Background: an optimization exercise with open tools, aiming at small area, a short achievable clock period and few clock cycles. Do not read the settings as production practice. The flow treats the clock pin as an ideal source, which a real chip does not have.

## box3x3_star_detect_top
module box3x3_star_detect_top (
   input  logic                           clock,
   input  logic                           reset,
   input  logic                           req_valid,
   output logic                           req_ready,
   input  logic [b3sd_pkg::PIX_W-1:0]     req_pixel,
   output logic                           rsp_valid,
   input  logic                           rsp_ready,
   output logic                           rsp_star,
   output logic                           rsp_end_of_row,
   output logic                           rsp_end_of_frame,
   input  logic                           csr_valid,
   output logic                           csr_ready,
   input  logic [b3sd_pkg::CSR_IDX_W-1:0] csr_index,
   input  logic [b3sd_pkg::CSR_DATA_W-1:0] csr_data
);
   localparam int PIX_W  = b3sd_pkg::PIX_W;
   localparam int LVL_W  = b3sd_pkg::LVL_W;
   localparam int VS_W   = 7;    
   localparam int QDEPTH = 4;    
   localparam int CAP    = 4;    
   function automatic logic [10:0] inc11(input logic [10:0] x);
      logic [10:0] p;
      p = x;
      for (int d = 1; d < 11; d = d * 2) begin
         for (int i = 10; i >= d; i--) begin
            p[i] = p[i] & p[i-d];
         end
      end
      inc11 = x ^ {p[9:0], 1'b1};
   endfunction
  ...
Size: ~1900 cells after synthesis, about 1400 flip-flops, about 32000 sq um of cells after synthesis.
export LEC_CHECK = 0
export CAP_MARGIN = 20
export CORE_MARGIN = 2
export CORE_UTILIZATION = 70
export CTS_CLUSTER_DIAMETER = 100
export CTS_CLUSTER_SIZE = 30
export SETUP_SLACK_MARGIN = 3.2
export SLEW_MARGIN = 20
create_clock -name core_clock -period 5.5 [get_ports {clock}]
standard.sh (not shown) runs the stock make flow with config.mk's settings and CLKGATE_MAP_FILE= SYNTH_SCRIPT=/design/flow/synth_recipe.tcl, a recipe that flattens the netlist after the stock synthesis.
==> flow/flow/run.sh <==
#!/bin/bash
# Standard layout with plain buffers on the ports and no CTS dummy loads.
set -euo pipefail
export BUFFER_PORTS_ARGS="-buffer_cell sky130_fd_sc_hd__buf_2"
export CTS_ARGS="-sink_clustering_enable -repair_clock_nets -dont_use_dummy_load -sink_clustering_size 30 -sink_clustering_max_diameter 100"
bash standard.sh > standard.log 2>&1
The baseline passed the timing, design-rule and antenna checks.
Change:
--- a/flow/design.v
+++ b/flow/design.v
@@ -308,15 +308,15 @@
       s2_r    <= s1_r && !reset;
       s2_star <= star;
       s2_eor  <= s1_eor;
       s2_eof  <= s1_eof;
    end
    logic [QDEPTH-1:0] qv_ff;                  
    logic [2:0]        qe_ff [QDEPTH];
-   logic              ov_ff;                  
+   logic              ovn_ff;                 
    logic [2:0]        oc_ff;                  
    logic [2:0]        oc_in;
    logic [QDEPTH-1:0] sv;
    logic [2:0]        se [QDEPTH];
    logic [2:0]        res_w;
    logic              pop, push;
    logic [QDEPTH-1:0] wh;
@@ -348,51 +348,67 @@
       end
    end
    always_ff @(posedge clock) begin
       oc_ff <= oc_in;
    end
    always_ff @(posedge clock) begin
       if (reset) begin
-         qv_ff <= '0;
-         ov_ff <= 1'b0;
+         qv_ff  <= '0;
+         ovn_ff <= 1'b1;
       end else begin
          qv_ff <= sv | wh;
-         ov_ff <= pop ? (qv_ff[1] || push) : (qv_ff[0] || push);
+         ovn_ff <= !(sv[0] || wh[0]);
       end
    end
    logic [CAP-1:0] cr_ff;
    logic [CAP-1:0] cr_in;
    logic           add_tok;
    logic           rdy_out_ff;    
-   logic           due_a, due_n, due, rdy_in;
+   logic           due_a, due_n, rdy_in;
    assign add_tok = accept && interior;
    always_comb begin
       if (add_tok && !pop) begin
          cr_in = {1'b0, cr_ff[CAP-1:1]};
       end else if (!add_tok && pop) begin
          cr_in = {cr_ff[CAP-2:0], 1'b1};
       end else begin
          cr_in = cr_ff;
       end
    end
    assign due_a  = !lc_ff || lr_ff || c1_ff[7];
    assign due_n  = org_ff || (due_ff == c1_ff[6:0]);
-   assign due    = accept ? due_a : due_n;
-   assign rdy_in = cr_in[0] && due && !csr_valid && !csr_v_q;
+   logic pv11, pv10, pv01, pv00;
+   logic room_a1, room_a0;
+   assign room_a1 = interior ? cr_ff[0] : 1'b1;            
+   assign room_a0 = interior ? cr_ff[1] : cr_ff[0];        
+   assign pv11 = rdy_ff ? (qv_ff[0] ? (due_a && room_a1) : (due_a && room_a0))
+                        : (qv_ff[0] ? due_n : (due_n && cr_ff[0]));
+   assign pv10 = rdy_ff ? (due_a && room_a0) : (due_n && cr_ff[0]);
+   assign pv01 = qv_ff[0] ? due_n : (due_n && cr_ff[0]);
+   assign pv00 = due_n && cr_ff[0];
+   always_comb begin
+      if (csr_valid || csr_v_q) begin
+         rdy_in = 1'b0;
+      end else if (req_valid) begin
+         rdy_in = rsp_ready ? pv11 : pv10;
+      end else begin
+         rdy_in = rsp_ready ? pv01 : pv00;
+      end
+   end
    always_ff @(posedge clock) begin
       if (reset) begin
          cr_ff      <= '1;
          rdy_ff     <= 1'b1;
          rdy_out_ff <= 1'b1;
       end else begin
          cr_ff      <= cr_in;
          rdy_ff     <= rdy_in;
-         rdy_out_ff <= accept ? (cr_in[0] && due_a && !(csr_valid || csr_v_q))
-                              : (cr_in[0] && due_n && !(csr_valid || csr_v_q));
+         rdy_out_ff <= rsp_ready ? (!(csr_valid || csr_v_q) && (req_valid ? pv11 : pv01))
+                                 : (!(csr_valid || csr_v_q) && (req_valid ? pv10 : pv00));
       end
    end
    assign req_ready        = rdy_out_ff;
-   assign rsp_valid        = ov_ff;
+   assign rsp_valid        = !ovn_ff;
    assign rsp_star         = oc_ff[2];
    assign rsp_end_of_row   = oc_ff[1];
    assign rsp_end_of_frame = oc_ff[0];
 endmodule
Sequential share of layout area decreases by 0.18 points.
Critical path depth increases by 6.
Via count increases by about 2.4%.
Setup slack gains 14 ps.
Global-route usage increases by 1.7 points.
Flip-flop and latch count increases by 1.
Synthesized area hardly moves.
Final cell count increases by 0.61%.
Die area is about the same.
No functional check of the RTL was part of any run of this note.

## what the ideal ports hide
How much do the figures lean on ideal ports? The routed layouts below were timed once more, with nothing changed but the port constraints.
Step 1 assumes that a clkbuf_16 drives the clock port and a buf_2 every other input.
Step 2, shift: input delay + t, output delay - t, t = (earliest + latest rising clock arrival at the registers) / 2. This alone moves slack from input paths to output paths.
Three values: ideal, step 1, step 2; two values: the first two.
| run | t (ns) | setup WS [ns] | hold slack, ns |
|---|---|---|---|
| the first run | 0.653 | 3.263 / 3.207 / 2.807 | 0.266 / 0.266 / 0.266 |
| the second run | 0.669 | 3.277 / 3.253 / 2.655 | 0.269 / 0.269 / 0.269 |
After both steps setup and hold are still met in every run listed. For the second run, which loses most, drivers alone change the setup slack by -0.024 ns; drivers and shift together by -0.622 ns.
